This is an optimization exercise on Yosys and OpenROAD, whose aim is small area and a short achievable clock period, not a production implementation. Only simulation tests tie the RTL to the original design; equivalence was not proved.

## adpll_mesh_top
module adpll_mesh_top
(
    input  wire                          clk258_x,
    input  wire                          rst_n_i,
    input  wire                          cfg_req_i,
    input  wire                          cfg_we_i,
    input  wire [4-1:0]  cfg_addr_i,
    input  wire [16-1:0]  cfg_wdata_i,
    output logic                         cfg_ack_o,
    output logic [16-1:0] cfg_rdata_o,
    input  wire                          ref_i,      
    output logic [3:0]                   gen_o,      
    output logic [3:0]                   div8_o
);
    adpll_cfg_pkg::gain_t     gains;
    adpll_cfg_pkg::weight_t   w11;
    adpll_cfg_pkg::weight_t   w12;
    adpll_cfg_pkg::weight_t   w21;
    adpll_cfg_pkg::weight_t   w22;
    logic                     enable;
    logic [23:0]              d11, d12, d21, d22;     
    logic [3:0]               fb_rise;
    logic                     ref_q;
    logic                     ref_rise;
    logic [7:0]               cnt_ref;      
    logic [7:0]               cnt_11;       
    logic [7:0]               cnt_12;
    logic [7:0]               cnt_21;
    adpll_sig_pkg::pdet_err_t e11_left;
    logic [6:0]               e11_left3;
    adpll_sig_pkg::pdet_err_t e12_left;
    logic [6:0]               e12_left3;
    adpll_sig_pkg::pdet_err_t e21_above;
    logic [6:0]               e21_above3;
    adpll_sig_pkg::pdet_err_t e22_left;
    logic [6:0]               e22_left3;
    adpll_sig_pkg::pdet_err_t e22_above;
    logic [6:0]               e22_above3;
    logic [10:0]              s11;
    logic [9:0]               s12;
    logic [9:0]               s21;
    logic [9:0]               s22;
    mesh_ctrl u_ctrl (
        .clk258_x     (clk258_x),
        .rst_n_i      (rst_n_i),
        .cfg_req_i    (cfg_req_i),
        .cfg_we_i     (cfg_we_i),
        .cfg_addr_i   (cfg_addr_i),
        .cfg_wdata_i  (cfg_wdata_i),
        .cfg_ack_o    (cfg_ack_o),
        .cfg_rdata_o  (cfg_rdata_o),
        .gains_o      (gains),
        .weights_11_o (w11),
        .weights_12_o (w12),
        .weights_21_o (w21),
        .weights_22_o (w22),
  ...
For scale: about 7800 cells after synthesis, roughly 50 I/O pins, about 64000 sq um of cells after synthesis.
clock: 15.0 ns
lec_check: 0
cap_margin: 20
core_margin: 2
core_utilization: 50
slew_margin: 20
standard.sh (not shown) runs the stock make flow with config.mk's settings and CLKGATE_MAP_FILE= SYNTH_SCRIPT=/design/flow/synth_recipe.tcl, a recipe that flattens the netlist after the stock synthesis.
==> flow/flow/run.sh <==
#!/bin/bash
# Standard layout, with timing repair aimed below the clock period: the repair
# steps (floorplan, CTS, global route) keep working on every path slower than
# the clock period less SETUP_SLACK_MARGIN. The constraints are unchanged.
set -euo pipefail
bash standard.sh SETUP_SLACK_MARGIN=8.5 finish > standard_flow.log 2>&1
The baseline finished clean.
Edit:
--- a/flow/flow/run.sh
+++ b/flow/flow/run.sh
@@ -4,3 +4,3 @@
 # the clock period less SETUP_SLACK_MARGIN. The constraints are unchanged.
 set -euo pipefail
-bash standard.sh SETUP_SLACK_MARGIN=8.5 finish > standard_flow.log 2>&1
+bash standard.sh SETUP_SLACK_MARGIN=9.0 finish > standard_flow.log 2>&1
Settings changed: CORE_UTILIZATION 50 to 40.
Effect: The changed run finished with timing, DRC and antenna clean; utilization fell by 7.8 points; final area rose by a little under a tenth; synthesized area stays the same; via count rose by a few percent; sequential cell count does not change; routed wire length rose by a few percent; setup slack is worse by 0.010 ns; global-route usage fell by 5.3 points.
Edit:
--- a/flow/flow/run.sh
+++ b/flow/flow/run.sh
@@ -4,3 +4,3 @@
 # the clock period less SETUP_SLACK_MARGIN. The constraints are unchanged.
 set -euo pipefail
-bash standard.sh SETUP_SLACK_MARGIN=9.0 finish > standard_flow.log 2>&1
+bash standard.sh SETUP_SLACK_MARGIN=8.25 TNS_END_PERCENT=10 finish > standard_flow.log 2>&1
Settings changed: CORE_UTILIZATION 40 to 50.
- via count shrinks by 3.6%
- sequential share of layout area is higher by 1.8 points
- count of clock-buffer cells in the layout is lower by 9
- routed wire length goes down by 5.7%
- global-route usage went up by 5.3 points
- synthesized area is unchanged
- synthesized cell count does not change
- final cell count went down by 6.8%
Edit:
--- a/flow/flow/run.sh
+++ b/flow/flow/run.sh
@@ -4,3 +4,3 @@
 # the clock period less SETUP_SLACK_MARGIN. The constraints are unchanged.
 set -euo pipefail
-bash standard.sh SETUP_SLACK_MARGIN=8.25 TNS_END_PERCENT=10 finish > standard_flow.log 2>&1
+bash standard.sh SETUP_SLACK_MARGIN=8.5 TNS_END_PERCENT=10 finish > standard_flow.log 2>&1
Settings changed: CORE_UTILIZATION 50 to 60.
The new run finished clean. Cell count fell by a few percent. Maximum frequency grows by a few percent. Utilization is higher by 11 points. Count of clock-buffer cells in the layout came out lower by 4.
Edit:
--- a/flow/flow/run.sh
+++ b/flow/flow/run.sh
@@ -4,3 +4,3 @@
 # the clock period less SETUP_SLACK_MARGIN. The constraints are unchanged.
 set -euo pipefail
-bash standard.sh SETUP_SLACK_MARGIN=8.5 TNS_END_PERCENT=10 finish > standard_flow.log 2>&1
+bash standard.sh SETUP_SLACK_MARGIN=9.0 TNS_END_PERCENT=10 finish > standard_flow.log 2>&1
Settings changed: CORE_UTILIZATION 60 to 50.
Result: Final cell count increases by 4.3%. Hold slack hardly moves. Synthesized cell count does not change. Clock-buffer cell count increases by 8.

[static timing again, ports no longer ideal]
No port has a modelled driver above. Below, the same layouts with a new extraction and two added sets of constraints. Step 1 sets driving cells, clkbuf_16 on the clock port and buf_2 on the other inputs (assumed; they add their load-dependent delay and slew). Step 2, shift: input delay + t, output delay - t, t = (earliest + latest rising clock arrival at the registers) / 2. This alone moves slack from input paths to output paths. Three values: ideal ports, drivers, drivers and shift; two values: the first two.
run | shift t [ns] | setup slack, ns | worst setup path after step 2 | worst data-port slew with drivers (ns)
the first run | 0.787 | 8.609 / 8.609 / 8.312 | input to register | 0.05
the second run | 0.823 | 8.599 / 8.599 / 8.599 | register to register | 0.05
the third run | 0.786 | 8.413 / 8.413 / 8.282 | input to register | 0.05
the fourth run | 0.760 | 8.626 / 8.626 / 8.626 | register to register | 0.19
the fifth run | 0.800 | 8.789 / 8.789 / 8.512 | input to register | 0.05
After both steps every run listed still meets setup and hold. The setup slack of the first run, which loses most, moves by 0.000 ns with the drivers and by -0.297 ns with both steps.
